This is an optimization exercise on Yosys and OpenROAD, whose aim is small area, a short achievable clock period and few clock cycles per item, not a production implementation.
Function was checked by simulation only, so behaviour that the tests miss may differ from the original.
No activity file was given, so power comes from the tool's default toggle rates.

**config.mk**
```make
export PLATFORM = sky130hd
export DESIGN_NAME = alu_mdu
export DESIGN_NICKNAME = alu_mdu
export VERILOG_FILES = /design/flow/design.v
export SDC_FILE = /design/flow/constraint.sdc
export NUM_CORES = 4
export LEC_CHECK = 0
export ABC_AREA = 1
export CAP_MARGIN = 30
export CORE_MARGIN = 2
export CORE_UTILIZATION = 40
export SETUP_SLACK_MARGIN = 0.5
export SLEW_MARGIN = 20
```
**constraint.sdc**
```tcl
create_clock -name core_clock -period 10.0 [get_ports {clk}]
set_input_delay 2.0000 -clock core_clock [delete_from_list [all_inputs] [get_ports {clk}]]
set_output_delay 2.0000 -clock core_clock [all_outputs]
set_load 0.01 [all_outputs]
```
**design.v**
```verilog
module alu_mdu #(
  parameter int unsigned WIDTH = 32,
  parameter int unsigned SHW   = 5
) (
  input  logic             clk,
  input  logic             rst_n,
  input  logic [WIDTH-1:0] busA,
  input  logic [WIDTH-1:0] busB,
  input  logic [4:0]       ALUctr,
  input  logic [SHW-1:0]   shamt,
  input  logic             start,
  output logic [WIDTH-1:0] Result,
  output logic             Zero,
  output logic             busy,
  output logic             done,
  output logic [WIDTH-1:0] hi,
  output logic [WIDTH-1:0] lo
);
  localparam logic [4:0] OpAdd   = 5'b00000;
  localparam logic [4:0] OpSub   = 5'b00001;
  localparam logic [4:0] OpSlt   = 5'b00010;
  localparam logic [4:0] OpAnd   = 5'b00011;
  localparam logic [4:0] OpNor   = 5'b00100;
  localparam logic [4:0] OpOr    = 5'b00101;
  localparam logic [4:0] OpXor   = 5'b00110;
  localparam logic [4:0] OpSll   = 5'b00111;
  localparam logic [4:0] OpSrl   = 5'b01000;
  localparam logic [4:0] OpSltu  = 5'b01001;
  localparam logic [4:0] OpSllv  = 5'b01100;
  localparam logic [4:0] OpSra   = 5'b01101;
  localparam logic [4:0] OpSrav  = 5'b01110;
  localparam logic [4:0] OpSrlv  = 5'b01111;
  localparam logic [4:0] OpLui   = 5'b10000;
  localparam logic [4:0] OpMult  = 5'b10001;
  localparam logic [4:0] OpMultu = 5'b10010;
  localparam logic [4:0] OpDiv   = 5'b10011;
  localparam logic [4:0] OpDivu  = 5'b10100;
  localparam logic [4:0] OpMfhi  = 5'b10101;
  localparam logic [4:0] OpMflo  = 5'b10110;
  localparam logic [4:0] OpMthi  = 5'b10111;
  localparam logic [4:0] OpMtlo  = 5'b11000;
  logic [31:0] hi_q, lo_q;
  logic        sub;
  logic [31:0] bb, gen, prop, kill, carry;
  logic        cout, slt, sltu;
  assign sub  = ~ALUctr[2] & (ALUctr[0] ^ ALUctr[1]);
  assign bb   = busB ^ {32{sub}};
  assign gen  = busA & bb;
  assign prop = busA ^ bb;
  assign kill = ~(busA | bb);
  logic [31:0] pg [6];
  logic [31:0] pp [6];
  always_comb begin
    pg[0] = gen;
    pp[0] = prop;
    pg[0][0] = gen[0] | (prop[0] & sub);
    for (int l = 0; l < 5; l++) begin
      pg[l+1] = pg[l];
      pp[l+1] = pp[l];
      for (int k = 0; k < 32; k++) begin
        if ((k >> l) % 2 == 1) begin
          pg[l+1][k] = pg[l][k] | (pp[l][k] & pg[l][((k >> l) << l) - 1]);
          pp[l+1][k] = pp[l][k] & pp[l][((k >> l) << l) - 1];
        end
      end
    end
    carry = {pg[5][30:0], sub};
    cout  = pg[5][31];
  end
  assign slt  = (busA[31] ^ busB[31]) ? busA[31] : (prop[31] ^ carry[31]);
  assign sltu = ~cout;
  logic        sh_left, sh_arith, sh_var, is_lui;
  logic [4:0]  amt;
  logic [31:0] sh_in, sh_out, sh_rev;
  logic [32:0] sh_wide;
  always_comb begin
    is_lui   = (ALUctr == OpLui);
    sh_left  = (ALUctr == OpSll) || (ALUctr == OpSllv) || is_lui;
    sh_arith = (ALUctr == OpSra) || (ALUctr == OpSrav);
    sh_var   = (ALUctr == OpSllv) || (ALUctr == OpSrav) || (ALUctr == OpSrlv);
    amt      = is_lui ? 5'd16 : (sh_var ? busA[4:0] : shamt);
    for (int i = 0; i < 32; i++) sh_in[i] = sh_left ? busB[31-i] : busB[i];
    sh_wide  = $signed({sh_arith & busB[31], sh_in}) >>> amt;
    sh_out   = sh_wide[31:0];
    for (int i = 0; i < 32; i++) sh_rev[i] = sh_out[31-i];
  end
  logic t_g, t_p, t_k, t_c, s_slt, s_sltu, s_shr, s_shl, s_hi, s_lo, z_add;
  logic [31:0] xo;
  always_comb begin
    t_g = (ALUctr == OpAnd) || (ALUctr == OpOr);
    t_p = (ALUctr == OpAdd) || (ALUctr == OpSub) || (ALUctr == OpOr) || (ALUctr == OpXor);
    t_k = (ALUctr == OpNor);
    t_c = (ALUctr == OpAdd) || (ALUctr == OpSub);
    s_slt  = (ALUctr == OpSlt);
    s_sltu = (ALUctr == OpSltu);
    s_shl  = sh_left;
    s_shr  = (ALUctr == OpSrl) || (ALUctr == OpSrlv) || sh_arith;
    s_hi   = (ALUctr == OpMfhi);
    s_lo   = (ALUctr == OpMflo);
    xo     = ((gen & {32{t_g}}) | (prop & {32{t_p}}) | (kill & {32{t_k}}))
           | (sh_out & {32{s_shr}}) | (sh_rev & {32{s_shl}})
           | (hi_q & {32{s_hi}}) | (lo_q & {32{s_lo}});
    Result = (xo ^ (carry & {32{t_c}})) | {31'b0, (slt & s_slt) | (sltu & s_sltu)};
    z_add  = &(prop ~^ {busA[30:0] | bb[30:0], sub});
    Zero   = t_c    ? z_add :
             s_slt  ? ~slt :
             s_sltu ? ~sltu : ~|xo;
  end
  logic        busy_q, done_q;
  logic        st_mul, st_dnorm, st_div, st_fix;   
  logic [32:0] d_q;         
  logic        bprev_q;     
  logic        sgn_q;       
  logic        negq_q, negr_q;
  logic [1:0]  mcnt_q;      
  logic        m5_q;        
  logic [3:0]  dcnt_q;      
  logic accept, acc_mul, acc_div, acc_signed;
  assign accept     = start & ~busy_q;
  assign acc_mul    = accept & ((ALUctr == OpMult) | (ALUctr == OpMultu));
  assign acc_div    = accept & ((ALUctr == OpDiv) | (ALUctr == OpDivu));
  assign acc_signed = (ALUctr == OpMult) | (ALUctr == OpDiv);
  logic [8:0]  bx;
  logic [40:0] msum;
  logic [35:0] ppr [4];
  logic [3:0]  pneg;
  logic        mlast;         
  always_comb begin
    bx = m5_q ? {8'b0, bprev_q} : {lo_q[7:0], bprev_q};
    for (int i = 0; i < 4; i++) begin
      logic one, two;
      one     = bx[2*i] ^ bx[2*i+1];
      two     = (bx[2*i+2] & ~bx[2*i+1] & ~bx[2*i]) | (~bx[2*i+2] & bx[2*i+1] & bx[2*i]);
      pneg[i] = bx[2*i+2] & ~(bx[2*i+1] & bx[2*i]);
      for (int j = 0; j < 34; j++)
        ppr[i][j] = ((one & d_q[j < 33 ? j : 32]) | (two & (j > 0 ? d_q[j-1] : 1'b0))) ^ pneg[i];
      ppr[i][35:34] = {2{ppr[i][33]}};
    end
    msum = {{9{hi_q[31]}}, hi_q}
         + {{5{ppr[0][35]}}, ppr[0]}
         + {{3{ppr[1][35]}}, ppr[1], 2'b0}
         + {{1{ppr[2][35]}}, ppr[2], 4'b0}
         + {ppr[3][34:0], 6'b0}
         + {34'b0, pneg[3], 1'b0, pneg[2], 1'b0, pneg[1], 1'b0, pneg[0]};
    mlast = m5_q || (mcnt_q == 2'd3 && !(~sgn_q & lo_q[7]));
  end
  function automatic logic [5:0] lzc32(input logic [31:0] x);
    lzc32 = 6'd32;
    for (int i = 0; i < 32; i++) if (x[i]) lzc32 = 6'd31 - i[5:0];
  endfunction
  logic [31:0] hi_neg, lo_neg, a_abs, b_abs;
  logic [32:0] d_sh;
  logic [5:0]  lza, lzb;
  logic [6:0]  sdiff;
  logic [4:0]  sodd;
  logic [33:0] t1, t2;
  logic [31:0] r1, r2;
  logic        q1, q2;
  always_comb begin
    hi_neg = -hi_q;
    lo_neg = -lo_q;
    a_abs  = (sgn_q & hi_q[31]) ? hi_neg : hi_q;
    b_abs  = (sgn_q & lo_q[31]) ? lo_neg : lo_q;
    lza    = lzc32(a_abs);
    lzb    = lzc32(b_abs);
    sdiff  = {1'b0, lzb} - {1'b0, lza};
    sodd   = sdiff[4:0] | 5'd1;    
    d_sh   = {1'b0, b_abs} << sodd;
    t1     = {2'b0, hi_q} - {1'b0, d_q};
    q1     = ~t1[33];
    r1     = q1 ? t1[31:0] : hi_q;
    t2     = {2'b0, r1} - {2'b0, d_q[32:1]};
    q2     = ~t2[33];
    r2     = q2 ? t2[31:0] : r1;
  end
  always_ff @(posedge clk) begin
    if (!rst_n) begin
      busy_q   <= 1'b0;
      done_q   <= 1'b0;
      st_mul   <= 1'b0;
      st_dnorm <= 1'b0;
      st_div   <= 1'b0;
      st_fix   <= 1'b0;
      hi_q     <= '0;
      lo_q     <= '0;
    end else begin
      done_q <= 1'b0;
      if (!busy_q) begin
        if (acc_mul) begin
          busy_q <= 1'b1;
          st_mul <= 1'b1;
          hi_q   <= '0;
          lo_q   <= busB;
        end else if (acc_div) begin
          busy_q   <= 1'b1;
          st_dnorm <= 1'b1;
          hi_q     <= busA;
          lo_q     <= busB;
        end else if (start && ALUctr == OpMthi) begin
          hi_q <= busA;
        end else if (start && ALUctr == OpMtlo) begin
          lo_q <= busA;
        end
      end
      if (st_mul) begin
        if (m5_q) begin
          hi_q <= msum[31:0];
        end else begin
          hi_q <= msum[39:8];
          lo_q <= {msum[7:0], lo_q[31:8]};
        end
        if (mlast) begin
          st_mul <= 1'b0;
          busy_q <= 1'b0;
          done_q <= 1'b1;
        end
      end
      if (st_dnorm) begin
        st_dnorm <= 1'b0;
        if (lo_q == '0) begin
          lo_q   <= '1;
          busy_q <= 1'b0;
          done_q <= 1'b1;
        end else if (sdiff[6]) begin
          lo_q   <= '0;
          busy_q <= 1'b0;
          done_q <= 1'b1;
        end else begin
          hi_q   <= a_abs;
          lo_q   <= '0;
          st_div <= 1'b1;
        end
      end
      if (st_div) begin
        hi_q <= r2;
        lo_q <= {lo_q[29:0], q1, q2};
        if (dcnt_q == '0) begin
          st_div <= 1'b0;
          if (negq_q | negr_q) begin
            st_fix <= 1'b1;
          end else begin
            busy_q <= 1'b0;
            done_q <= 1'b1;
          end
        end
      end
      if (st_fix) begin
        if (negr_q) hi_q <= hi_neg;
        if (negq_q) lo_q <= lo_neg;
        st_fix <= 1'b0;
        busy_q <= 1'b0;
        done_q <= 1'b1;
      end
    end
  end
  always_ff @(posedge clk) begin
    if (!busy_q) begin
      d_q     <= {acc_signed & busA[31], busA};
      sgn_q   <= acc_signed;
      bprev_q <= 1'b0;
      mcnt_q  <= '0;
      m5_q    <= 1'b0;
    end
    if (st_mul) begin
      bprev_q <= lo_q[7];
      mcnt_q  <= mcnt_q + 2'd1;
      m5_q    <= (mcnt_q == 2'd3);
    end
    if (st_dnorm) begin
      d_q    <= d_sh;
      dcnt_q <= sodd[4:1];
      negr_q <= sgn_q & hi_q[31];
      negq_q <= sgn_q & (hi_q[31] ^ lo_q[31]);
    end
    if (st_div) begin
      d_q    <= d_q >> 2;
      dcnt_q <= dcnt_q - 4'd1;
    end
  end
  assign busy = busy_q;
  assign done = done_q;
  assign hi   = hi_q;
  assign lo   = lo_q;
endmodule
```
**run.sh**
```bash
#!/bin/bash
# synth_recipe.tcl (not shown) runs the flow's synth.tcl, then flattens the netlist and writes it again
# the make line also repeats each setting of config.mk as NAME=value (left out here)
make -C /OpenROAD-flow-scripts/flow DESIGN_CONFIG=/design/flow/config.mk WORK_HOME=/design/flow/orfs CLKGATE_MAP_FILE= SYNTH_SCRIPT=/design/flow/synth_recipe.tcl finish
```
==> impl_metrics.ini, run 1 <==
[sta]
max_slew.worst_pin.slew_ps = 1020
tns_ps = 0
drv_slew = 0
setup-violations-final = 0
rsz0062_at_grt = yes
hold_viol = 0
post-route-period-util = 0.914
fin_worst_skew_ps = 13.6
slew_headroom = 0.322
finalWorstSetupSlack_ps = 863
fmax_ghz = 0.109
period_needed_ps = 9140

[floorplanning]
die_h_um = 270
rows = 97
ios = 176
fp.coreArea_um2 = 70100
die_width_um = 270
start_util = 0.404
dieArea_um2 = 73000

[global_routing]
grt_max_degree = 81
gr-usage-met2 = 0.544
grt-ovfl-total = 0
antenna_found_initial = 2
busiest_layer = met2
grt_pass1_vias = 30700
gr-usage-met3 = 0.0676
use_met1 = 0.451
track_usage = 0.348
grt_pass1_wl_um = 195000

[power]
swShare = 0.614
seqPwrFrac = 0.084
power_frac_clock = 0.087
p_sw_uw = 4720
p_int_uw = 2970
p_comb_frac = 0.830
power.leakage_uw = 0.0154
pwr_density_cell_nw_per_um2 = 242
vdd_drop_max_v = 0.000278

[min_path]
hold_class = reg2reg
hold_depth = 1
hp-start = mcnt_q[0]
hold_end = mcnt_q[0]

[placed_design]
gp_congestion = 1.05
post-place-ws_ps = 772
dp.cells = 5466
place_hpwl_um = 105000
port_buffers = 175

[clocking]
path_clk_slew_ps = 60
cts_tree = done
cts_max_path_buffers = 2
htreeDepth = 4
cts_sinks = 114
cts-root-buf = clkbuf_16
clk_latency_ps = 470
postCtsHoldBufs = 0
cts_made_buffers = 17

[yosys]
synth_edf_count = 42
yosysWarnings = 4
ys_types = 70
synth_top_area_frac = 0.117
seq_area_frac_synth = 0.0953
synth-main-ff-cell = dfxtp_1
async_reset_ff_frac = 0
synthTopCellsByArea = nand2_1 (12%), ha_1 (9.9%), xor2_1 (8.3%)
synthCells = 4498
syn_area_um2 = 28400
synth_nets = 4908
yosysTopAreaCell = nand2_1
avgSynthCellArea_um2 = 6.30
ys_seq_elements = 114

[detailed_routing]
wirelength_um = 132000
num_vias = 32900
firstDrtPassIters = 6
first_iter_violations = 3717
routed_via_density = 5.98
postRouteAntennaNets = 0
wire_per_inst_um = 24.0
drc_errors = 0

[worst_setup_path]
r2r-end = hi_q[30]
cpPeakStageDelay_ps = 550
crit_type = in2out
endpoint_kind = primary output
critical_path.startpoint_type = input pin
critPathMaxFanout = 37
r2r_start = lo_q[1]
rr_worst_depth = 34
crit_path_frequent_cell = o21ai_0
reg2reg_slack_ps = 1560
cp.arrival_ps = 7140
crit_required_ps = 8000
crit_slowest_cell = clkdlybuf4s50_1

[layout]
area_growth_pct = 12.2
fin_cells = 5503
drive_above_1_share = 0.0544
final_cell_mix = nand2_1 (882), inv_1 (597), o21ai_0 (385)
final_common_cell = nand2_1
fillers = 7574
nets = 4959

[outcome]
status = no timing/DRC/antenna violations

[flow_run]
drv_cap = 0
power by group through the flow:
stage	Clock (uW)	Sequential [uW]	Combinational (uW)
after floorplan	0	614	4470
after global placement	0	650	6180
after detailed placement	0	650	6170
after CTS	663	640	6230
after global routing	679	647	7020
final	666	644	6390
cell usage after synthesis (18+ instances only):
library cell  count
ha_1            225
clkbuf_1        195
o21ai_0         386
a221oi_1         65
a22oi_1          18
o211ai_1         68
inv_1           598
xnor2_1          81
clkinv_1         26
or2_2            23
nand4_1          38
a21oi_1         315
edfxtp_1         42
o221ai_1         37
nor3_1           39
nor4_1           20
nand2_1         883
dfxtp_1          72
buf_2            25
nor2_1          300
a211oi_1         19
o22ai_1         177
fa_1            108
a31oi_1          28
xor2_1          270
o21ai_1          27
inv_2            32
nand3_1         195
o2111ai_1        35
registers in the layout, indices dropped and copies added, names as in the netlist:
signal    cells
busy_q        1
dcnt_q        4
st_div        1
sgn_q         1
m5_q          1
lo_q         32
mcnt_q        2
d_q          33
done_q        1
st_fix        1
st_dnorm      1
bprev_q       1
negq_q        1
hi_q         32
st_mul        1
negr_q        1
worst max path at each step:
stage / startpoint / endpoint / slack, ps / cells past startpoint
after global placement: ALUctr[4] / Zero / 810 / 26
after floorplan: ALUctr[0] / Result[29] / 1980 / 34
final: ALUctr[0] / Zero / 860 / 25
after CTS: ALUctr[1] / Result[29] / 760 / 34
after global routing: ALUctr[0] / Result[29] / 480 / 35
after detailed placement: ALUctr[1] / Result[30] / 770 / 34
cell families after synthesis:
kind of cell	synth area share
AND/OR/NAND/NOR	0.231
XOR/XNOR	0.108
flip-flops	0.0953
multiplexers	0.00494
AO/OA/AOI/OAI	0.264
buffers and inverters	0.121
adder cells (fa/ha/maj)	0.176
routing by layer:
| layer | wire, um | up-vias |
|---|---|---|
| li1 | - | 15400 |
| met1 | 54100 | 15500 |
| met2 | 57700 | 1726 |
| met3 | 12400 | 357 |
| met4 | 7750 | 0 |
| met5 | 0 | - |
stage by stage:
step           power [uW]  hold WS [ps]  instance area (um2)   util
2_1_floorplan        5080           478                28400      -
3_3_place_gp         6830           551                31100  0.443
3_5_place_dp         6820           556                31100  0.444
4_1_cts              7530           566                31700  0.452
5_1_grt              8350           593                31800  0.454
6_report             7700           567                31800  0.454
critical path, delay by kind of cell:
family / cells / cell delay (ps)
fa+ha+maj: 1 / 280
compound gates: 7 / 1230
simple gates: 9 / 1540
mux: 1 / 220
buf+inv: 7 / 1860
area by class of cell:
cell class	instances	area, um2	share of cell area
multi-input combinational	3491	22300	0.702
sequential	114	2700	0.0850
timing repair buffer	268	2530	0.0796
inverter	656	2470	0.0775
tap	940	1180	0.0370
clock buffer	17	425	0.0134
clock inverter	15	180	0.00566
timing repair inverter	1	5.00	0.000157
antenna	1	2.50	0.0000787
what timing repair did:
item,in CTS,in global routing
setup buffers,0,1
setup endpoints to repair,0,6
gates resized for setup,0,7
Testbench counts, summed over its fixed seeds: cycles 1,670, ops 320.
==> run 2, diff against run 1 <==
--- a/config.mk
+++ b/config.mk
@@ -7,3 +7,2 @@
 export LEC_CHECK = 0
-export ABC_AREA = 1
 export CAP_MARGIN = 30
==> run 2 against run 1 <==
Compared with the run above: fmax fell by 2.7%; clock skew increased by 22 ps; synthesized area grew 9.5%; power fell by 14%; sequential power is 2% lower; core utilization up 0.43 points; critical path depth decreased by 6; synthesized cell count shrank 3.9%; sequential share of layout area down 0.84 points; critical endpoint unchanged; largest power group unchanged; highest routed layer is now met5.
==> impl_metrics.ini, run 2 <==
[layout]
nets = 4764
final_common_cell = nand2_1
final_cell_mix = nand2_1 (395), xnor2_1 (328), inv_1 (317)
drive_above_1_share = 0.0994
post-route-util = 0.458
regMostFlops = d_q
reg.largest.list = d_q: 33 flops, hi_q: 32 flops, lo_q: 32 flops
largest_reg_flops = 33
fin_cells = 5413
area_growth_pct = 13.8

[worst_setup_path]
critPathMaxFanout = 17
endpoint_kind = primary output
cpPeakStageDelay_ps = 580
crit_chain = clkdlybuf4s50_1, inv_1, ha_4, nor2b_1, and2_1, buf_4, a21oi_2, mux2i_1, o32ai_1, o21ai_0, a21oi_1, o31ai_1, nand4_1, nor4_2, nand4_1, buf_4, o21ai_2, buf_4, clkdlybuf4s50_1
crit_slowest_cell = clkdlybuf4s50_1
crit_path_frequent_cell = buf_4
cp.arrival_ps = 7390
critical_path.startpoint_type = input pin
crit_type = in2out
crit_required_ps = 8000

[global_routing]
use_met1 = 0.504
antenna_found_initial = 15
grt-ovfl-total = 0
gr-usage-met3 = 0.104
gr-usage-met2 = 0.644
busiest_layer = met2
grt_max_degree = 71
track_usage = 0.418
grt_pass1_wl_um = 243000
grt_pass1_vias = 34100

[detailed_routing]
drc_errors = 0
routed_via_density = 6.66
postRouteAntennaNets = 0
wire_per_inst_um = 31.4
num_vias = 36000
first_iter_violations = 4874
firstDrtPassIters = 11
wirelength_um = 170000

[power]
pwr_density_cell_nw_per_um2 = 187
vdd_drop_max_v = 0.000262
power.leakage_uw = 0.0147

[sta]
slew_headroom = 0.178
fmax_ghz = 0.106
hold_viol = 0
post-route-period-util = 0.939
drv_slew = 0
setup-violations-final = 0
max_slew.worst_pin.slew_ps = 1220
fin_worst_skew_ps = 35.1
rsz0062_at_grt = no
period_needed_ps = 9390
tns_ps = 0

[floorplanning]
ios = 176
die_width_um = 283
die_h_um = 283
rows = 102
start_util = 0.402
dieArea_um2 = 79900
fp.coreArea_um2 = 77200

[clocking]
htreeDepth = 4
postCtsHoldBufs = 0
cts_tree = done
clk_latency_ps = 510
cts-root-buf = clkbuf_16
cts_sinks = 114
path_clk_slew_ps = 60
cts_made_buffers = 17
cts_max_path_buffers = 2

[outcome]
status = no timing/DRC/antenna violations

[placed_design]
gp_congestion = 1.11
dp.cells = 5359
place_hpwl_um = 133000
port_buffers = 175

[yosys]
synth_top_area_frac = 0.0928
yosysWarnings = 4
ys_seq_elements = 114
synth_nets = 4732
synth-main-ff-cell = dfxtp_1
ys_top_cells_by_count = nand2_1 (395), xnor2_1 (329), nor2_1 (321)
yosysTopAreaCell = xnor2_1
synthCells = 4322
ys_types = 100
seq_area_frac_synth = 0.0870
avgSynthCellArea_um2 = 7.19
synth.most_common_cell = nand2_1
async_reset_ff_frac = 0
syn_area_um2 = 31100
synth_edf_count = 42
synthTopCellsByArea = xnor2_1 (9.3%), ha_1 (9.1%), fa_1 (7.0%)

[min_path]
hold_class = reg2reg

[flow_run]
drv_cap = 0
-- run 2: worst max-delay path, delay by kind of cell --
| family | cells | cell delay, ps |
|---|---|---|
| compound gates | 6 | 1940 |
| fa+ha+maj | 1 | 230 |
| buf+inv | 6 | 1790 |
| mux | 1 | 310 |
| simple gates | 5 | 1100 |
-- run 2: per-layer routing --
| layer | wire length (um) | share of wire |
|---|---|---|
| met1 | 64500 | 0.38 |
| met5 | 50 | 0.00029 |
| met4 | 14800 | 0.087 |
| met3 | 17600 | 0.10 |
| met2 | 73100 | 0.43 |
-- run 2: power breakdown --
part	switching (uW)	internal, uW	total, uW
clock network	298	356	654
logic	3440	1870	5310
registers	105	529	634
total	3850	2750	6600
-- run 2: worst paths after layout --
kind / slack (ps) / depth (start not counted) / end / from
setup / recovery: 610 / 19 / Zero / ALUctr[0]
setup reg to reg: 1560 / 24 / hi_q[15] / d_q[19]
hold reg to reg: 570 / 1 / mcnt_q[0] / mcnt_q[0]
hold / removal: 570 / 1 / mcnt_q[0] / mcnt_q[0]
-- run 2: final cells by class --
cell class	count	area (um2)
well taps	1040	1300
flip-flops and latches	114	2710
repair buffers	381	3420
inverters	322	1210
multi-input cells	3518	26100
diodes	6	15.0
clock inverters	14	143
clock buffers	18	439
fillers	8035	41900
-- run 2: through the flow --
stage	power, uW	cell area, um2	hold WS [ps]	worst slack [ps]
after CTS	6410	35100	573	520
after floorplan	4080	31100	502	1780
after global routing	6980	35300	613	500
after global placement	5670	34300	558	242
after detailed placement	5710	34400	564	281
final	6600	35400	571	605
-- run 2: timing repair --
| action | in CTS | in global routing |
|---|---|---|
| gates cloned | 1 | 1 |
| buffers inserted | 6 | 5 |
| endpoints found under the setup margin | 2 | 7 |
| gates resized for setup | 13 | 41 |
| pin swaps | 3 | 6 |
-- run 2: logic make-up (layout without fill, tap and decap cells) --
group                    count (synthesis)  count (layout)  share of synthesized area
buffers and inverters                  691             735                     0.0855
other                                    0               6                          0
adder cells (fa/ha/maj)                333             333                      0.160
multiplexers                           147             147                     0.0521
flip-flops                             114             114                     0.0870
AND/OR/NAND/NOR                       1209            1209                      0.186
AO/OA/AOI/OAI                         1397            1398                      0.308
XOR/XNOR                               431             431                      0.122
==> run 3, diff against run 2 <==
--- a/config.mk
+++ b/config.mk
@@ -7,2 +7,3 @@
 export LEC_CHECK = 0
+export ABC_AREA = 1
 export CAP_MARGIN = 30
@@ -10,3 +11,3 @@
 export CORE_UTILIZATION = 40
-export SETUP_SLACK_MARGIN = 0.5
+export SETUP_SLACK_MARGIN = 3.0
 export SLEW_MARGIN = 20
==> run 3 against run 2 <==
Compared with the run above: sequential power is 3.3% higher; cell count is 4.4% higher; first-iteration DRC count is 22% lower; synthesized area is 8.7% lower; global-route usage is 5.3 points lower; power is 23% higher; sequential share of layout area is 0.19 points higher; critical endpoint is now Result[0].
==> impl_metrics.ini, run 3 <==
[outcome]
status = no timing/DRC/antenna violations

[yosys]
ys_seq_elements = 114
ys_types = 70
synth-main-ff-cell = dfxtp_1
synthTopCellsByArea = nand2_1 (12%), ha_1 (9.9%), xor2_1 (8.3%)
async_reset_ff_frac = 0
synth_top_area_frac = 0.117
yosysWarnings = 4
avgSynthCellArea_um2 = 6.30
ys_top_cells_by_count = nand2_1 (883), inv_1 (598), o21ai_0 (386)
syn_area_um2 = 28400
seq_area_frac_synth = 0.0953
yosysTopAreaCell = nand2_1
synth_edf_count = 42
synth_nets = 4908
synthCells = 4498
synth.most_common_cell = nand2_1

[sta]
tns_ps = 0
fmax_ghz = 0.125
period_needed_ps = 7970
hold_viol = 0
slew_headroom = 0.357
setup-violations-final = 0
holdWs_ps = 573
drv_slew = 0
rsz0062_at_grt = yes
fin_worst_skew_ps = 14.3
post-route-period-util = 0.797
max_slew.worst_pin.slew_ps = 955

[flow_run]
drv_cap = 0

[detailed_routing]
drc_errors = 0
num_vias = 34200
first_iter_violations = 3786
wirelength_um = 140000
routed_via_density = 6.05
postRouteAntennaNets = 0
firstDrtPassIters = 8
wire_per_inst_um = 24.8

[worst_setup_path]
crit_required_ps = 8000
rr_worst_depth = 27
reg2reg_slack_ps = 3190
crit_type = in2out
critical_path.startpoint_type = input pin
r2r_start = lo_q[1]
cp.arrival_ps = 5970
endpoint_kind = primary output
r2r-end = d_q[10]
cpPeakStageDelay_ps = 410
critPathMaxFanout = 4
crit_slowest_cell = or3_1

[clocking]
clk_latency_ps = 460
cts_sinks = 114
htreeDepth = 4
cts-root-buf = clkbuf_16
postCtsHoldBufs = 0
cts_tree = done
path_clk_slew_ps = 60
cts_max_path_buffers = 2
cts_made_buffers = 17

[global_routing]
track_usage = 0.365
grt_max_degree = 69
grt-ovfl-total = 0
grt_pass1_wl_um = 203000
antenna_found_initial = 6
grt_pass1_vias = 31800

[floorplanning]
start_util = 0.404
fp.coreArea_um2 = 70100
dieArea_um2 = 73000
ios = 176
die_width_um = 270
die_h_um = 270
rows = 97

[power]
pwr_density_cell_nw_per_um2 = 232
vdd_drop_max_v = 0.000249
power.leakage_uw = 0.0167

[min_path]
hold_class = reg2reg
hold_end = mcnt_q[0]
hp-start = mcnt_q[0]
hold_depth = 1

[layout]
final_common_cell = nand2_1
final_cell_mix = nand2_1 (852), inv_1 (575), a21oi_1 (289)
regMostFlops = d_q
largest_reg_flops = 33
nets = 5106
post-route-util = 0.496
reg.largest.list = d_q: 33 flops, hi_q: 32 flops, lo_q: 32 flops
drive_above_1_share = 0.157
area_growth_pct = 22.8

[placed_design]
gp_congestion = 1.07
port_buffers = 175
place_hpwl_um = 106000
## run 3: worst max path at each step
| stage | cells after the start | slack [ps] | endpoint | from |
|---|---|---|---|---|
| CTS | 35 | 1990 | Result[29] | ALUctr[1] |
| detailed placement | 22 | 750 | Zero | ALUctr[1] |
| floorplan | 34 | 2630 | Result[29] | ALUctr[1] |
| finish | 32 | 2030 | Result[0] | ALUctr[1] |
| global route | 35 | 1800 | Result[29] | ALUctr[0] |
| global placement | 22 | 740 | Zero | ALUctr[1] |
## run 3: layout make-up
class	instances	area, um2
timing repair buffer	406	3730
tap	940	1180
multi-input combinational	3494	23900
clock buffer	17	425
timing repair inverter	7	47.5
fill	7382	35300
inverter	656	2590
antenna	2	5.00
clock inverter	15	199
sequential	114	2730
## run 3: critical path, delay by kind of cell
family          cells  cell delay, ps
xor+xnor            1             240
fa+ha+maj           2             500
buf+inv             5             390
simple gates       19            2010
compound gates      5             830
## run 3: cells by family after synthesis
| logic type | share of synthesized area |
|---|---|
| fa+ha+maj | 0.176 |
| buf+inv | 0.121 |
| simple gates | 0.231 |
| flops | 0.0953 |
| xor+xnor | 0.108 |
| mux | 0.00494 |
| compound gates | 0.264 |
## run 3: metrics by stage
stage	worst slack, ps	instances	cell area [um2]	total power [uW]
3_5_place_dp	753	5460	31200	6830
3_3_place_gp	744	5458	31200	6840
2_1_floorplan	2630	4498	28500	5090
5_1_grt	1800	5649	34800	8740
6_report	2030	5651	34800	8100
4_1_cts	1990	5568	33000	7680
## run 3: timing repair
action                     CTS  global route
pin swaps                   68           100
gates cloned                11             5
setup endpoints to repair   66            97
setup buffers               65            76
resized for setup          379           319
## run 3: report_power, final
group,internal [uW],switching [uW]
Clock,400,280
Sequential,546,109
Combinational,2220,4540
Total,3160,4930
## run 3: metal layers
layer | GRT usage | wire length (um) | share of wire | up-vias
met5 | 0 | 48 | 0.00034 | -
met4 | 0.192 | 8790 | 0.063 | 6
met3 | 0.0701 | 13900 | 0.099 | 433
met2 | 0.578 | 62000 | 0.44 | 1905
met1 | 0.469 | 55500 | 0.40 | 16200
li1 | - | - | - | 15600
==> run 4, diff against run 3 <==
--- a/design.v
+++ b/design.v
@@ -116,2 +116,3 @@
   logic        m5_q;        
+  logic [1:0]  mr_q;        
   logic [3:0]  dcnt_q;      
@@ -144,3 +145,3 @@
          + {34'b0, pneg[3], 1'b0, pneg[2], 1'b0, pneg[1], 1'b0, pneg[0]};
-    mlast = m5_q || (mcnt_q == 2'd3 && !(~sgn_q & lo_q[7]));
+    mlast = m5_q || mr_q[0] || (mcnt_q == 2'd3 && !(~sgn_q & lo_q[7]));
   end
@@ -207,2 +208,4 @@
           hi_q <= msum[31:0];
+        end else if (mr_q[0]) begin
+          {hi_q, lo_q} <= {{15{msum[40]}}, msum, lo_q[31:24]};
         end else begin
@@ -262,2 +265,3 @@
       m5_q    <= 1'b0;
+      mr_q    <= {busB[31:15] == {17{acc_signed & busB[31]}}, 1'b0};
     end
@@ -267,2 +271,3 @@
       m5_q    <= (mcnt_q == 2'd3);
+      mr_q    <= {1'b0, mr_q[1]};
     end
==> run 4 against run 3 <==
Compared with the run above: first-iteration DRC count up 18%; synthesized area up 2.0%; critical path depth down 8; final area up 4.5%; routed wire length up 20%; clock skew up 5.7 ps; register-to-register slack better by 30 ps; fmax down 0.47%; sequential share of layout area down 0.21 points; via count up 7.0%.
==> impl_metrics.ini, run 4 <==
[outcome]
status = no timing/DRC/antenna violations

[sta]
max_slew.worst_pin.slew_ps = 1070
rsz0062_at_grt = yes
slew_headroom = 0.286
tns_ps = 0
fmax_ghz = 0.125
fin_worst_skew_ps = 19.9
drv_slew = 0
setup-violations-final = 0
hold_viol = 0
post-route-period-util = 0.801
period_needed_ps = 8010

[yosys]
synth-simple-area-share = 0.234
synthAdderAreaFrac = 0.174
yosys.area_share.xor_xnor = 0.102
synth_top_family_by_area = compound AO/OA/AOI/OAI gates
yosysWarnings = 4
synthCells = 4636
seq_area_frac_synth = 0.0952
ys_types = 71
synth_nets = 5049
async_reset_ff_frac = 0
synth_compound_gate_area_share = 0.266
synthTopCellsByArea = nand2_1 (13%), ha_1 (9.8%), inv_1 (8.6%)
synth.most_common_cell = nand2_1
ys_seq_elements = 116
synth_top_area_frac = 0.125
muxShareOfSynthArea = 0.00450
syn_area_um2 = 28900
synth_edf_count = 43
synth-main-ff-cell = dfxtp_1
ys_top_cells_by_count = nand2_1 (964), inv_1 (662), o21ai_0 (424)
yosysTopAreaCell = nand2_1
avgSynthCellArea_um2 = 6.24

[min_path]
hold_end = mcnt_q[0]
hold_depth = 1
hold_class = reg2reg
hp-start = mcnt_q[0]

[floorplanning]
dieArea_um2 = 74500
ios = 176
start_util = 0.405
fp.coreArea_um2 = 71500
rows = 98
die_h_um = 273
die_width_um = 273

[worst_setup_path]
cp.arrival_ps = 6010
reg2reg_slack_ps = 3220
critical_path.startpoint_type = input pin
crit_required_ps = 8000
critPathMaxFanout = 4
endpoint_kind = primary output
r2r-end = hi_q[12]
rr_worst_depth = 30
r2r_start = lo_q[1]
crit_type = in2out

[layout]
seq_area_um2 = 2780
final_common_cell = nand2_1
post-route-util = 0.509
reg.largest.list = d_q: 33 flops, hi_q: 32 flops, lo_q: 32 flops
largest_reg_flops = 33
multi_input_area_um2 = 24400
regMostFlops = d_q
fillers = 7507
nets = 5346
area_growth_pct = 25.8
drive_above_1_share = 0.165
final_cell_mix = nand2_1 (916), inv_1 (628), o21ai_0 (316)

[power]
power.leakage_uw = 0.0178
pwr_density_cell_nw_per_um2 = 243
vdd_drop_max_v = 0.000396

[detailed_routing]
num_vias = 36600
wire_per_inst_um = 28.5
wirelength_um = 168000
drc_errors = 0
first_iter_violations = 4461
routed_via_density = 6.20
postRouteAntennaNets = 0
firstDrtPassIters = 6

[clocking]
path_clk_slew_ps = 60
clk_latency_ps = 500
cts_made_buffers = 17
cts_sinks = 116
postCtsHoldBufs = 0
cts_tree = done
htreeDepth = 4
cts-root-buf = clkbuf_16
cts_max_path_buffers = 2

[placed_design]
gp_congestion = 1.07
place_hpwl_um = 130000
port_buffers = 175

[global_routing]
grt_max_degree = 58
track_usage = 0.435
grt-ovfl-total = 0
grt_pass1_vias = 33900
antenna_found_initial = 7
grt_pass1_wl_um = 236000

[flow_run]
drv_cap = 0
==> run 4: cell types whose count changed in the layout (fill, tap and decap cells not counted), sizes merged, moves of 10 or more <==
cell	delta
buf	+92
nand2	+80
inv	+46
o21ai	+40
a21oi	-37
nor2	-24
xnor2	-17
a221oi	-16
clkinv	+16
o221ai	+16
or2	-13
nand3	-10
o22ai	+10
==> run 4: final cells by class <==
type,count,area share
multi-input combinational,3573,0.671
clock inverter,15,0.00426
tap,950,0.0327
timing repair inverter,5,0.00103
antenna,4,0.000275
timing repair buffer,505,0.125
clock buffer,17,0.0117
sequential,116,0.0764
inverter,715,0.0780
==> run 4: per-layer routing <==
layer | share of wire | global-route usage | vias up | wire length [um]
met2 | 0.42 | 0.659 | 2476 | 71000
li1 | - | - | 16300 | -
met3 | 0.11 | 0.0899 | 613 | 17700
met4 | 0.091 | 0.324 | 4 | 15400
met5 | 0.00014 | 0 | - | 23
met1 | 0.38 | 0.545 | 17200 | 63800
==> run 4: what timing repair did <==
action / 4_1_cts / 5_1_grt
gates resized for setup: 469 / 280
gates cloned: 8 / 3
endpoints found under the setup margin: 66 / 67
pin swaps: 95 / 108
setup buffers: 128 / 77
==> run 4: worst max-delay path by stage <==
stage | start | slack [ps] | cells after the start | to
2_1_floorplan | ALUctr[0] | 2290 | 33 | Result[29]
3_3_place_gp | ALUctr[2] | 690 | 26 | Zero
3_5_place_dp | ALUctr[2] | 700 | 26 | Zero
4_1_cts | ALUctr[0] | 2170 | 37 | Zero
5_1_grt | ALUctr[0] | 1840 | 35 | Result[31]
6_report | busA[2] | 1990 | 24 | Result[5]
==> run 4: through the flow <==
stage	total power, uW	cells	instance area [um2]	hold WS (ps)	setup WS [ps]
after floorplan	5210	4636	29100	463	2290
after global placement	7260	5643	32000	562	694
after detailed placement	7250	5646	32000	558	698
after CTS	8210	5814	34700	567	2170
after global routing	9430	5896	36400	614	1840
final	8850	5900	36400	580	1990
==> run 4: kinds of logic (layout without fill, tap and decap cells) <==
family,after synthesis,count (layout)
simple gates,1607,1608
compound gates,1281,1281
buf+inv,948,1257
fa+ha+maj,336,336
xor+xnor,335,335
flops,116,116
mux,13,13
other cells,0,4
==> run 4: where the power goes <==
| part | switching, uW | total [uW] | internal (uW) |
|---|---|---|---|
| logic | 5100 | 7530 | 2430 |
| registers | 106 | 660 | 554 |
| clock network | 294 | 661 | 367 |
==> run 4: worst max-delay path, stage by stage <==
cell and delay [ps]:
dlygate4sd2_1 530, inv_1 280, ha_1 440, a21o_1 230, nand2_1 60, nand2_1 60, nand2_1 80, nand2_2 60
buf_4 130, buf_4 120, buf_4 120, buf_4 120, buf_4 130, buf_4 120, buf_4 120, buf_4 120
buf_4 120, buf_4 130, buf_4 120, buf_4 130, buf_4 130, nand2_1 190, xnor2_1 170, dlygate4sd2_1 290
Testbench counts of run 4, summed over its fixed seeds: cycles 1,580, ops 320.
==> run 5, diff against run 4 <==
--- a/config.mk
+++ b/config.mk
@@ -11,3 +11,4 @@
 export CORE_UTILIZATION = 40
-export SETUP_SLACK_MARGIN = 3.0
+export SETUP_SLACK_MARGIN = 2.0
 export SLEW_MARGIN = 20
+export TNS_END_PERCENT = 0
==> run 5 against run 4 <==
Compared with the run above: critical endpoint is now Result[14]; still clean; fmax decreased by 0.50%; core utilization is 3.8 points lower; cell count shrank 2.2%.
==> impl_metrics.ini, run 5 <==
[worst_setup_path]
crit_slowest_cell = clkdlybuf4s50_1
crit_type = in2out
r2r_start = lo_q[3]
critical_path.startpoint_type = input pin
endpoint_kind = primary output
critPathMaxFanout = 8
r2r-end = hi_q[13]
cpPeakStageDelay_ps = 600
crit_path_end = Result[14]
crit_path_frequent_cell = nand2_1
crit_chain = dlygate4sd2_1, inv_1, nor3_2, nand2_1, o21a_2, nand2_4, buf_4, o21ai_0, o21ai_1, buf_4, nand2_1, o21ai_0, o21ai_0, mux2i_1, buf_4, nand2_1, nand2_1, o211ai_1, xor2_1, clkdlybuf4s50_1
startpoint = ALUctr[2]
rr_worst_depth = 35
crit_required_ps = 8000
cp.arrival_ps = 6050
reg2reg_slack_ps = 2140

[floorplanning]
ios = 176
start_util = 0.405
fp.coreArea_um2 = 71500
die_width_um = 273
rows = 98
dieArea_um2 = 74500
die_h_um = 273

[yosys]
yosysTopAreaCell = nand2_1
avgSynthCellArea_um2 = 6.24
synthTopCellsByArea = nand2_1 (13%), ha_1 (9.8%), inv_1 (8.6%)
ys_seq_elements = 116
yosysWarnings = 4
ys_top_cells_by_count = nand2_1 (964), inv_1 (662), o21ai_0 (424)
synth_nets = 5049
synth.most_common_cell = nand2_1
synth_edf_count = 43
ys_types = 71
syn_area_um2 = 28900
synth-main-ff-cell = dfxtp_1
async_reset_ff_frac = 0
synthCells = 4636
seq_area_frac_synth = 0.0952
synth_top_area_frac = 0.125

[sta]
period_needed_ps = 8050
holdWs_ps = 577
setup-violations-final = 0
slew_headroom = 0.331
fin_worst_skew_ps = 15.9
post-route-period-util = 0.805
hold_viol = 0
tns_ps = 0
max_slew.worst_pin.slew_ps = 997
rsz0062_at_grt = yes
fmax_ghz = 0.124
drv_slew = 0

[detailed_routing]
wire_per_inst_um = 28.2
routed_via_density = 6.18
num_vias = 35700
first_iter_violations = 4556
firstDrtPassIters = 6
wirelength_um = 162000
drc_errors = 0
postRouteAntennaNets = 0

[placed_design]
place_hpwl_um = 129000
gp_congestion = 1.08
placed_cell_area_um2 = 32000
dp.cells = 5656
port_buffers = 175

[layout]
reg.largest.list = d_q: 33 flops, hi_q: 32 flops, lo_q: 32 flops
final_area_um2 = 33700
regMostFlops = d_q
final_common_cell = nand2_1
multi_input_area_um2 = 23000
largest_reg_flops = 33
drive_above_1_share = 0.0905
final_cell_mix = nand2_1 (953), inv_1 (646), o21ai_0 (374)
post-route-util = 0.471
area_growth_pct = 16.4
nets = 5217
seq_area_um2 = 2770
fin_cells = 5771
fillers = 7748

[clocking]
cts-root-buf = clkbuf_16
cts_made_buffers = 17
path_clk_slew_ps = 60
postCtsHoldBufs = 0
cts_sinks = 116
cts_tree = done
cts_max_path_buffers = 2
htreeDepth = 4
clk_latency_ps = 480

[min_path]
hold_class = reg2reg
hold_depth = 1

[global_routing]
track_usage = 0.422
grt_pass1_vias = 32900
antenna_found_initial = 10
grt-ovfl-total = 0
grt_pass1_wl_um = 230000
grt_max_degree = 47

[power]
vdd_drop_max_v = 0.000382
pwr_density_cell_nw_per_um2 = 250
power.leakage_uw = 0.0168

[outcome]
status = no timing/DRC/antenna violations

[flow_run]
drv_cap = 0
==> run 5: cell families after synthesis <==
logic type | synth area share
AND/OR/NAND/NOR | 0.234
AO/OA/AOI/OAI | 0.266
buffers and inverters | 0.125
adder cells (fa/ha/maj) | 0.174
XOR/XNOR | 0.102
flip-flops | 0.0952
multiplexers | 0.00450
==> run 5: final cells by class <==
class                           count  area share
Multi-Input combinational cell   3574       0.684
Clock inverter                     10     0.00357
Timing Repair Buffer              379      0.0982
Antenna cell                        4    0.000297
Timing Repair inverter              1    0.000223
Inverter                          715      0.0815
Clock buffer                       22      0.0145
Sequential cell                   116      0.0822
Tap cell                          950      0.0353
==> run 5: where the power goes <==
part	switching [uW]	internal [uW]	total, uW	leakage, uW
Clock	268	399	667	0.000304
Sequential	109	554	663	0.00105
Combinational	4910	2180	7090	0.0154
Total	5280	3130	8420	0.0168
==> run 5: timing repair <==
action,in CTS,in global routing
gates cloned,2,1
endpoints found under the setup margin,66,66
pin swaps,33,29
resized for setup,124,110
buffers inserted,50,25
==> run 5: worst min path at each step <==
stage                     startpoint         to  slack, ps
after floorplan             st_dnorm     negq_q        460
after CTS                  mcnt_q[0]  mcnt_q[0]        580
final                      mcnt_q[0]  mcnt_q[0]        580
after global placement     mcnt_q[0]  mcnt_q[0]        560
after detailed placement   mcnt_q[0]  mcnt_q[0]        570
after global routing       mcnt_q[0]  mcnt_q[0]        600
==> run 5: metal layers <==
layer / vias up / share of wire / track usage
met5: - / 0.00022 / 0
met4: 6 / 0.083 / 0.294
met3: 526 / 0.10 / 0.0858
met2: 2328 / 0.42 / 0.639
met1: 16800 / 0.39 / 0.538
li1: 16000 / - / -
==> run 5: critical path, delay by kind of cell <==
| family | cells | cell delay (ps) |
|---|---|---|
| AOI/OAI and AO/OA | 6 | 1580 |
| xor gates and xnor gates | 1 | 320 |
| muxes | 1 | 180 |
| and+or+nand+nor | 6 | 450 |
| buffers and inverters | 6 | 1520 |
==> run 5: stage by stage <==
stage / total power, uW / setup slack (ps)
floorplan: 5200 / 2040
global placement: 7280 / 367
detailed placement: 7290 / 309
CTS: 8060 / 1780
global route: 9010 / 1760
finish: 8420 / 1950
==> run 6, diff against run 5 <==
--- a/config.mk
+++ b/config.mk
@@ -11,3 +11,3 @@
 export CORE_UTILIZATION = 40
-export SETUP_SLACK_MARGIN = 2.0
+export SETUP_SLACK_MARGIN = 1.2
 export SLEW_MARGIN = 20
==> run 6 against run 5 <==
Compared with the run above: die area unchanged; fmax down 9.4%; clock power up 2%; hold slack better by 15 ps; flip-flop and latch count unchanged; synthesized cell count unchanged; core utilization down 0.94 points; power down 0.85%; synthesized area unchanged; critical endpoint is now Result[21]; global-route usage up 0.23 points.
==> impl_metrics.ini, run 6 <==
[layout]
reg.largest.list = d_q: 33 flops, hi_q: 32 flops, lo_q: 32 flops
seq_area_um2 = 2750
drive_above_1_share = 0.0625
regMostFlops = d_q
area_growth_pct = 14.1
final_cell_mix = nand2_1 (959), inv_1 (658), o21ai_0 (410)
final_common_cell = nand2_1
multi_input_area_um2 = 22700
fillers = 7679
nets = 5167
largest_reg_flops = 33

[detailed_routing]
drc_errors = 0
firstDrtPassIters = 6
wirelength_um = 163000
postRouteAntennaNets = 0
num_vias = 35500
routed_via_density = 6.20
wire_per_inst_um = 28.5
first_iter_violations = 4577

[sta]
fmax_ghz = 0.113
hold_viol = 0
tns_ps = 0
rsz0062_at_grt = yes
setup-violations-final = 0
max_slew.worst_pin.slew_ps = 994
period_needed_ps = 8890
drv_slew = 0
fin_worst_skew_ps = 23.3
slew_headroom = 0.332
holdWs_ps = 592
post-route-period-util = 0.889

[yosys]
syn_area_um2 = 28900
seq_area_frac_synth = 0.0952
yosysWarnings = 4
yosysTopAreaCell = nand2_1
avgSynthCellArea_um2 = 6.24
ys_seq_elements = 116
synth_edf_count = 43
async_reset_ff_frac = 0
synth_top_area_frac = 0.125
synth-main-ff-cell = dfxtp_1
synthTopCellsByArea = nand2_1 (13%), ha_1 (9.8%), inv_1 (8.6%)
synthCells = 4636
synth.most_common_cell = nand2_1
ys_top_cells_by_count = nand2_1 (964), inv_1 (662), o21ai_0 (424)
synth_nets = 5049
ys_types = 71

[global_routing]
antenna_found_initial = 8
track_usage = 0.425
busiest_layer = met2
gr-usage-met2 = 0.649
grt_pass1_wl_um = 230000
grt_pass1_vias = 32800
gr-usage-met3 = 0.0946
use_met1 = 0.536
grt-ovfl-total = 0
grt_max_degree = 49

[power]
pwr_density_cell_nw_per_um2 = 253
vdd_drop_max_v = 0.000284
power_uw = 8350
power_frac_clock = 0.082
power.leakage_uw = 0.0165
seqPwrFrac = 0.078
p_int_uw = 3100
swShare = 0.628
p_sw_uw = 5240
p_comb_frac = 0.840

[clocking]
cts_sinks = 116
cts_max_path_buffers = 2
cts_tree = done
cts_made_buffers = 17
clk_latency_ps = 480
path_clk_slew_ps = 60
htreeDepth = 4
cts-root-buf = clkbuf_16

[floorplanning]
fp.coreArea_um2 = 71500
start_util = 0.405
ios = 176
dieArea_um2 = 74500
die_h_um = 273
rows = 98
die_width_um = 273

[worst_setup_path]
crit_slowest_cell = clkdlybuf4s50_1
crit_path_frequent_cell = nand2_1
cpPeakStageDelay_ps = 560
critPathMaxFanout = 4
crit_required_ps = 8000
startpoint = ALUctr[0]
r2r_start = d_q[13]
path_delay_family = buffers and inverters
endpoint_kind = primary output
cp.arrival_ps = 6890
critical_path.startpoint_type = input pin
crit_type = in2out
path_buf_inv = 7

[placed_design]
gp_congestion = 1.08
place_hpwl_um = 131000
port_buffers = 175

[min_path]
hp-start = mcnt_q[0]
hold_class = reg2reg

[outcome]
status = no timing/DRC/antenna violations

[flow_run]
drv_cap = 0
-- run 6: cell counts after synthesis --
No cell type changed its count.
-- run 6: power by group through the flow --
stage                     Sequential (uW)  Clock, uW  Combinational, uW
final                                 651        681               7010
after global routing                  650        699               7580
after CTS                             644        680               6720
after detailed placement              654          0               6650
after global placement                655          0               6660
after floorplan                       620          0               4580
-- run 6: per-layer routing --
layer / part of all wire / wire length (um) / up-vias
li1: - / - / 15900
met1: 0.39 / 63800 / 16700
met2: 0.43 / 69800 / 2329
met3: 0.10 / 17100 / 481
met4: 0.077 / 12600 / 6
met5: 0.00028 / 45 / -
-- run 6: kinds of logic after synthesis --
family                     share of synthesized area
and+or+nand+nor                                0.234
AOI/OAI and AO/OA                              0.266
buffers and inverters                          0.125
adders and majority gates                      0.174
xor gates and xnor gates                       0.102
DFF                                           0.0952
muxes                                        0.00450
-- run 6: worst paths after layout --
check | to | slack (ps) | cells past startpoint
setup / recovery | Result[21] | 1110 | 31
hold / removal | mcnt_q[0] | 590 | 1
hold reg to reg | mcnt_q[0] | 590 | 1
setup reg to reg | hi_q[29] | 1350 | 49
-- run 6: through the flow --
step | instances | util | worst slack (ps) | instance area, um2
detailed placement | 5661 | 0.448 | 424 | 32100
global placement | 5658 | 0.448 | 449 | 32000
floorplan | 4636 | - | 1620 | 28900
finish | 5723 | 0.462 | 1110 | 33000
global route | 5718 | 0.461 | 821 | 33000
CTS | 5710 | 0.460 | 1040 | 32900
-- run 6: repair_timing --
action | 4_1_cts | 5_1_grt
cloned | 4 | 1
setup buffers | 13 | 4
endpoints found under the setup margin | 23 | 54
hold buffers | 0 | 0
pin swaps | 8 | 7
resized for setup | 32 | 20
-- run 6: final cells by class --
class                           count  share of cell area
Clock buffer                       18              0.0130
Tap cell                          950              0.0360
Sequential cell                   116              0.0835
Timing Repair inverter              3            0.000607
Antenna cell                        6            0.000455
Multi-Input combinational cell   3573               0.689
Timing Repair Buffer              328              0.0899
Inverter                          715              0.0817
Clock inverter                     14             0.00557
==> run 7, diff against run 6 <==
--- a/config.mk
+++ b/config.mk
@@ -11,3 +11,3 @@
 export CORE_UTILIZATION = 40
-export SETUP_SLACK_MARGIN = 1.2
+export SETUP_SLACK_MARGIN = 2.5
 export SLEW_MARGIN = 20
==> run 7 against run 6 <==
Compared with the run above: clock power shrank 7.9%; synthesized cell count is the same; via count shrank 0.22%; sequential share of layout area shrank 0.11 points; routed wire length shrank 1.6%; clock-buffer cell count is the same; largest power group unchanged; highest routed layer unchanged.
==> impl_metrics.ini, run 7 <==
[clocking]
cts_tree = done
clk_latency_ps = 490
cts_made_buffers = 17
postCtsHoldBufs = 0
cts-root-buf = clkbuf_16
path_clk_slew_ps = 60
cts_max_path_buffers = 2
htreeDepth = 4
cts_sinks = 116

[layout]
area_growth_pct = 16.0
reg.largest.list = d_q: 33 flops, hi_q: 32 flops, lo_q: 32 flops
nets = 5196
drive_above_1_share = 0.0863
regMostFlops = d_q
final_cell_mix = nand2_1 (956), inv_1 (646), o21ai_0 (373)
final_common_cell = nand2_1
multi_input_area_um2 = 23100
largest_reg_flops = 33
fin_cells = 5750
final_area_um2 = 33600
seq_area_um2 = 2760
fillers = 7754

[detailed_routing]
wire_per_inst_um = 27.9
num_vias = 35400
routed_via_density = 6.16
drc_errors = 0
first_iter_violations = 4533
firstDrtPassIters = 6
wirelength_um = 161000
postRouteAntennaNets = 0

[global_routing]
antenna_found_initial = 10
grt-ovfl-total = 0
grt_pass1_wl_um = 228000
grt_pass1_vias = 32800
grt_max_degree = 54
track_usage = 0.420

[power]
vdd_drop_max_v = 0.000260
power.leakage_uw = 0.0167
pwr_density_cell_nw_per_um2 = 246

[min_path]
hold_depth = 2
hp-start = mr_q[1]
hold_class = reg2reg

[worst_setup_path]
crit_path_frequent_cell = nand2_1
rr_worst_depth = 35
crit_required_ps = 8000
crit_cells = 22
crit_slowest_cell = clkdlybuf4s50_1
startpoint = busA[0]
path_delay_family = simple AND/OR/NAND/NOR gates
cpPeakStageDelay_ps = 490
cp.arrival_ps = 5920
critPathMaxFanout = 5
r2r_start = lo_q[5]
endpoint_kind = primary output
crit_chain = clkdlybuf4s50_1, inv_1, buf_4, nand2_1, nand2_4, clkinvlp_4, o21ai_0, o21ai_1, nand2_1, o21ai_0, nand2_1, o211ai_1, nand3_1, nand3_2, nor4_4, nand4_1, nor2_1, a21oi_1, o21ai_1, nand3_1, nand2_1, buf_2
critical_path.startpoint_type = input pin
path_buf_inv = 5
crit_type = in2out

[placed_design]
post-place-ws_ps = 626
port_buffers = 175
place_hpwl_um = 127000
dp.cells = 5657
gp_congestion = 1.10
placed_cell_area_um2 = 32100

[yosys]
synthCells = 4636
ys_types = 71
seq_area_frac_synth = 0.0952
synth_top_area_frac = 0.125
syn_area_um2 = 28900
synthTopCellsByArea = nand2_1 (13%), ha_1 (9.8%), inv_1 (8.6%)
synth_edf_count = 43
avgSynthCellArea_um2 = 6.24
synth-main-ff-cell = dfxtp_1
async_reset_ff_frac = 0
yosysWarnings = 4
synth.most_common_cell = nand2_1
yosysTopAreaCell = nand2_1
ys_seq_elements = 116
synth_nets = 5049
ys_top_cells_by_count = nand2_1 (964), inv_1 (662), o21ai_0 (424)

[sta]
setup-violations-final = 0
drv_slew = 0
holdWs_ps = 540
fmax_ghz = 0.126
post-route-period-util = 0.792
hold_viol = 0
period_needed_ps = 7920
tns_ps = 0
max_slew.worst_pin.slew_ps = 1130
slew_headroom = 0.247
finalWorstSetupSlack_ps = 2080
rsz0062_at_grt = yes
fin_worst_skew_ps = 20.8

[outcome]
status = no timing/DRC/antenna violations

[floorplanning]
rows = 98
fp.coreArea_um2 = 71500
die_h_um = 273
die_width_um = 273
start_util = 0.405
ios = 176
dieArea_um2 = 74500

[flow_run]
drv_cap = 0
-- run 7: cell counts after synthesis --
Identical to the previous run, type by type.
-- run 7: where the power goes --
part	internal (uW)	switching (uW)	leakage, uW
registers	553	99.1	0.00105
clock network	343	284	0.000273
logic	2160	4800	0.0153
total	3060	5180	0.0167
-- run 7: kinds of logic after synthesis --
logic type | Yosys count | synth area share
AND/OR/NAND/NOR | 1607 | 0.234
AO/OA/AOI/OAI | 1281 | 0.266
buffers and inverters | 948 | 0.125
adder cells (fa/ha/maj) | 336 | 0.174
XOR/XNOR | 335 | 0.102
flip-flops | 116 | 0.0952
multiplexers | 13 | 0.00450
-- run 7: routing by layer --
layer / GRT usage / up-vias / wire length [um]
met5: 0 / - / 55
met1: 0.524 / 16600 / 62700
met4: 0.297 / 8 / 13400
met2: 0.629 / 2259 / 67400
met3: 0.110 / 532 / 17200
li1: - / 16000 / -
-- run 7: final cells by class --
class | count | area share
Multi-Input combinational cell | 3574 | 0.688
Timing Repair Buffer | 355 | 0.0942
Sequential cell | 116 | 0.0823
Inverter | 715 | 0.0821
Tap cell | 950 | 0.0354
Clock buffer | 18 | 0.0128
Clock inverter | 14 | 0.00388
Timing Repair inverter | 4 | 0.000746
Antenna cell | 4 | 0.000298
-- run 7: path summary, 6_finish.rpt --
check	to	slack (ps)
max	Zero	2080
min	mr_q[0]	540
max reg2reg	hi_q[21]	2310
min reg2reg	mr_q[0]	540
-- run 7: worst min-delay path: stages, from the launching register on --
cell and delay [ps]:
dfxtp_1 340, nand2_1 60, inv_1 40
-- run 7: stage by stage --
stage / power, uW / util
after detailed placement: 7220 / 0.449
after global placement: 7200 / 0.448
after CTS: 7940 / 0.466
after floorplan: 5200 / -
final: 8240 / 0.469
after global routing: 8850 / 0.469
-- run 7: timing repair --
item,in CTS,in global routing
gates resized for setup,160,66
endpoints found under the setup margin,66,66
buffers inserted,40,9
pin swaps,29,12
cloned,6,0
==> run 8, diff against run 7 <==
--- a/config.mk
+++ b/config.mk
@@ -11,2 +11,3 @@
 export CORE_UTILIZATION = 40
+export PLACE_DENSITY = 0.8
 export SETUP_SLACK_MARGIN = 2.5
==> run 8 against run 7 <==
Compared with the run above: routed wire length decreased by 3.2%; critical endpoint unchanged; critical path type unchanged; synthesized area unchanged; clock skew decreased by 7.8 ps; first-iteration DRC count increased by 26%.
==> impl_metrics.ini, run 8 <==
[worst_setup_path]
crit_required_ps = 8000
r2r-end = hi_q[11]
rr_worst_depth = 33
crit_type = in2out
reg2reg_slack_ps = 2120
critical_path.startpoint_type = input pin
critPathMaxFanout = 5
endpoint_kind = primary output
startpoint = busB[31]
r2r_start = lo_q[3]
cp.arrival_ps = 6020

[global_routing]
antenna_found_initial = 5
track_usage = 0.404
grt_pass1_vias = 33300
grt-ovfl-total = 0
grt_max_degree = 68
grt_pass1_wl_um = 222000

[yosys]
ys_types = 71
synthTopCellsByArea = nand2_1 (13%), ha_1 (9.8%), inv_1 (8.6%)
ys_seq_elements = 116
yosysWarnings = 4
async_reset_ff_frac = 0
synth_nets = 5049
synth-main-ff-cell = dfxtp_1
synth_top_area_frac = 0.125
syn_area_um2 = 28900
synthCells = 4636
seq_area_frac_synth = 0.0952
synth.most_common_cell = nand2_1
synth_edf_count = 43
avgSynthCellArea_um2 = 6.24
yosysTopAreaCell = nand2_1
ys_top_cells_by_count = nand2_1 (964), inv_1 (662), o21ai_0 (424)

[layout]
area_growth_pct = 16.0
nets = 5194
final_common_cell = nand2_1
drive_above_1_share = 0.0853
final_area_um2 = 33600
final_cell_mix = nand2_1 (956), inv_1 (649), o21ai_0 (376)
largest_reg_flops = 33
regMostFlops = d_q
reg.largest.list = d_q: 33 flops, hi_q: 32 flops, lo_q: 32 flops

[outcome]
status = no timing/DRC/antenna violations

[detailed_routing]
postRouteAntennaNets = 0
routed_via_density = 6.32
wirelength_um = 156000
drc_errors = 0
wire_per_inst_um = 27.1
firstDrtPassIters = 8
num_vias = 36300
first_iter_violations = 5719

[placed_design]
placed_cell_area_um2 = 31900
port_buffers = 175
gp_congestion = 1.10
place_hpwl_um = 122000

[floorplanning]
fp.coreArea_um2 = 71500
die_width_um = 273
die_h_um = 273
rows = 98
dieArea_um2 = 74500
ios = 176
start_util = 0.405

[sta]
slew_headroom = 0.266
tns_ps = 0
rsz0062_at_grt = yes
post-route-period-util = 0.802
setup-violations-final = 0
fmax_ghz = 0.125
period_needed_ps = 8020
fin_worst_skew_ps = 13.0
max_slew.worst_pin.slew_ps = 1090
hold_viol = 0
drv_slew = 0

[flow_run]
drv_cap = 0

[min_path]
hold_class = reg2reg
hold_depth = 1
hp-start = mcnt_q[0]
hold_end = mcnt_q[0]

[clocking]
cts_tree = done
cts_sinks = 116
clk_latency_ps = 490
path_clk_slew_ps = 70
cts-root-buf = clkbuf_16
cts_made_buffers = 17
htreeDepth = 4
cts_max_path_buffers = 2

[power]
pwr_density_cell_nw_per_um2 = 252
power_uw = 8440
vdd_drop_max_v = 0.000290
power.leakage_uw = 0.0166
-- run 8: cell counts after synthesis --
Identical to the previous run, type by type.
-- run 8: timing repair --
| action | 4_1_cts | 5_1_grt |
|---|---|---|
| cloned | 6 | 0 |
| endpoints found under the setup margin | 66 | 84 |
| setup buffers | 63 | 2 |
| hold buffers | 0 | 0 |
| pin swaps | 40 | 0 |
| gates resized for setup | 189 | 32 |
-- run 8: per-stage QoR --
stage / std cells / worst slack (ps) / util / hold WS [ps]
final: 5749 / 1980 / 0.469 / 588
after global routing: 5744 / 1780 / 0.469 / 603
after CTS: 5740 / 2200 / 0.468 / 577
after detailed placement: 5639 / 455 / 0.447 / 568
after global placement: 5637 / 431 / 0.447 / 563
after floorplan: 4636 / 2280 / - / 463
-- run 8: worst max-delay path, stage by stage --
cell	delay, ps
clkdlybuf4s50_1	690
inv_1	600
o21ai_0	230
nand2_1	90
o21ai_0	110
o21ai_0	260
a21oi_1	130
o21ai_1	220
a21oi_1	140
inv_1	90
o21ai_0	100
a31oi_2	280
o211ai_1	180
nor4_1	190
nand3_1	120
nor2_1	100
a21oi_1	60
o21ai_1	120
nand3_1	80
nand2_1	80
buf_2	140
-- run 8: kinds of logic (layout without fill, tap and decap cells) --
kind of cell / count (synthesis) / in the layout / share of synthesized area
AO/OA/AOI/OAI: 1281 / 1281 / 0.266
XOR/XNOR: 335 / 335 / 0.102
adder cells (fa/ha/maj): 336 / 336 / 0.174
buffers and inverters: 948 / 1103 / 0.125
flip-flops: 116 / 116 / 0.0952
multiplexers: 13 / 13 / 0.00450
other: 0 / 5 / 0
AND/OR/NAND/NOR: 1607 / 1610 / 0.234
-- run 8: routing by layer --
| layer | share of wire | track usage |
|---|---|---|
| met1 | 0.38 | 0.512 |
| met2 | 0.41 | 0.602 |
| met3 | 0.12 | 0.0958 |
| met4 | 0.085 | 0.284 |
| met5 | 0.00022 | 0 |
-- run 8: how the worst max path moves through the flow --
stage,end,cells after the start,slack (ps)
final,Zero,21,1980
after global routing,Zero,37,1780
after CTS,Zero,38,2200
after detailed placement,Zero,25,450
after global placement,Zero,25,430
after floorplan,Result[29],33,2280
-- run 8: power breakdown --
group          total, uW  leakage [uW]  switching [uW]  internal, uW
registers            670       0.00105             117           553
clock network        658      0.000291             288           370
logic               7110        0.0153            4950          2160
-- run 8: final cells by class --
cell class	instances	area, um2
clock inverter	13	135
timing repair inverter	3	22.5
tap	950	1190
clock buffer	19	464
antenna	5	12.5
fill	7532	37900
sequential	116	2760
inverter	715	2750
timing repair buffer	353	3120
multi-input combinational	3575	23100
==> run 9, diff against run 8 <==
--- a/config.mk
+++ b/config.mk
@@ -11,4 +11,3 @@
 export CORE_UTILIZATION = 40
-export PLACE_DENSITY = 0.8
-export SETUP_SLACK_MARGIN = 2.5
+export SETUP_SLACK_MARGIN = 3.0
 export SLEW_MARGIN = 20
==> run 9 against run 8 <==
Compared with the run above: still clean; synthesized area stayed put; via count down 2.5%; combinational power is 2% lower; clock skew up 7.8 ps; sequential power decreased by 3%; routed wire length grew 3.3%; non-clock buffer count increased by 2; worst setup slack improved by 97 ps; final area about the same; fmax up 1.2%; global-route usage up 1.6 points.
==> impl_metrics.ini, run 9 <==
[layout]
drive_above_1_share = 0.0863
final_area_um2 = 33600
final_cell_mix = nand2_1 (956), inv_1 (646), o21ai_0 (373)
final_common_cell = nand2_1
seq_area_um2 = 2760
multi_input_area_um2 = 23100
nets = 5196

[power]
p_sw_uw = 5180
power_frac_clock = 0.076
power_uw = 8240
p_comb_frac = 0.845
power.leakage_uw = 0.0167
p_int_uw = 3060
seqPwrFrac = 0.079

[yosys]
avgSynthCellArea_um2 = 6.24
seq_area_frac_synth = 0.0952
synth-main-ff-cell = dfxtp_1
ys_types = 71
yosysWarnings = 4
synthTopCellsByArea = nand2_1 (13%), ha_1 (9.8%), inv_1 (8.6%)
synthAdderAreaFrac = 0.174
async_reset_ff_frac = 0
ys_seq_elements = 116
synth_nets = 5049
syn_area_um2 = 28900
synth-simple-area-share = 0.234
synth_top_family_by_area = compound AO/OA/AOI/OAI gates
yosysTopAreaCell = nand2_1
synth.most_common_cell = nand2_1
synth_edf_count = 43

[sta]
tns_ps = 0
hold_viol = 0
rsz0062_at_grt = yes
fmax_ghz = 0.126
drv_slew = 0
post-route-period-util = 0.792
fin_worst_skew_ps = 20.8
period_needed_ps = 7920

[clocking]
cts-root-buf = clkbuf_16
htreeDepth = 4
path_clk_slew_ps = 60

[worst_setup_path]
crit_required_ps = 8000
critPathMaxFanout = 5
crit_path_frequent_cell = nand2_1
crit_slowest_cell = clkdlybuf4s50_1
critical_path.startpoint_type = input pin
path_delay_family = simple AND/OR/NAND/NOR gates
crit_chain = clkdlybuf4s50_1, inv_1, buf_4, nand2_1, nand2_4, clkinvlp_4, o21ai_0, o21ai_1, nand2_1, o21ai_0, nand2_1, o211ai_1, nand3_1, nand3_2, nor4_4, nand4_1, nor2_1, a21oi_1, o21ai_1, nand3_1, nand2_1, buf_2
crit_type = in2out
cpPeakStageDelay_ps = 490

[detailed_routing]
drc_errors = 0
first_iter_violations = 4533
routed_via_density = 6.16
num_vias = 35400
postRouteAntennaNets = 0
firstDrtPassIters = 6

[outcome]
status = no timing/DRC/antenna violations

[floorplanning]
ios = 176
dieArea_um2 = 74500
die_h_um = 273
rows = 98
die_width_um = 273

[placed_design]
port_buffers = 175
gp_congestion = 1.10
placed_cell_area_um2 = 32100
place_hpwl_um = 127000

[global_routing]
antenna_found_initial = 10
grt-ovfl-total = 0
grt_pass1_wl_um = 228000
grt_pass1_vias = 32800

[flow_run]
drv_cap = 0
-- run 9: cell counts after synthesis --
No cell type changed its count.
-- run 9: power groups by stage --
stage	Combinational, uW	Sequential [uW]	Clock [uW]
3_3_place_gp	6550	657	0
2_1_floorplan	4580	620	0
6_report	6960	653	627
4_1_cts	6670	647	625
3_5_place_dp	6560	657	0
5_1_grt	7550	652	648
-- run 9: worst register-to-register path, delay by kind of cell (launching register included) --
family                     cells  cell delay [ps]
AOI/OAI and AO/OA             11             2470
xor gates and xnor gates       1              110
adders and majority gates      5             1920
buffers and inverters          4              810
DFF                            1              430
and+or+nand+nor               14             1930
-- run 9: final timing paths --
path / cells after the start / from / end / slack [ps]
setup / recovery: 22 / busA[0] / Zero / 2080
hold / removal: 2 / mr_q[1] / mr_q[0] / 540
setup reg to reg: 35 / lo_q[5] / hi_q[21] / 2310
hold reg to reg: 2 / mr_q[1] / mr_q[0] / 540
-- run 9: layout make-up --
class	count	area share
Antenna cell	4	0.000298
Clock buffer	18	0.0128
Clock inverter	14	0.00388
Inverter	715	0.0821
Multi-Input combinational cell	3574	0.688
Sequential cell	116	0.0823
Tap cell	950	0.0354
Timing Repair Buffer	355	0.0942
Timing Repair inverter	4	0.000746
-- run 9: per-layer routing --
layer  global-route usage  share of wire
met5                    0        0.00034
met4                0.297          0.083
met3                0.110           0.11
met2                0.629           0.42
met1                0.524           0.39
-- run 9: cells by family (layout without fill, tap and decap cells) --
| kind of cell | after synthesis | count (layout) |
|---|---|---|
| buffers and inverters | 948 | 1106 |
| AND/OR/NAND/NOR | 1607 | 1609 |
| XOR/XNOR | 335 | 335 |
| flip-flops | 116 | 116 |
| AO/OA/AOI/OAI | 1281 | 1281 |
| adder cells (fa/ha/maj) | 336 | 336 |
| other | 0 | 4 |
| multiplexers | 13 | 13 |
-- run 9: repair_timing --
action	4_1_cts	5_1_grt
setup buffers	40	9
resized for setup	160	66
pin swaps	29	12
gates cloned	6	0
endpoints found under the setup margin	66	68
-- run 9: through the flow --
stage | hold WS [ps] | worst slack [ps] | util | std cells
6_report | 540 | 2080 | 0.469 | 5750
5_1_grt | 559 | 1850 | 0.469 | 5746
4_1_cts | 542 | 2140 | 0.466 | 5735
3_5_place_dp | 530 | 626 | 0.449 | 5657
3_3_place_gp | 520 | 671 | 0.448 | 5652
2_1_floorplan | 463 | 2280 | - | 4636
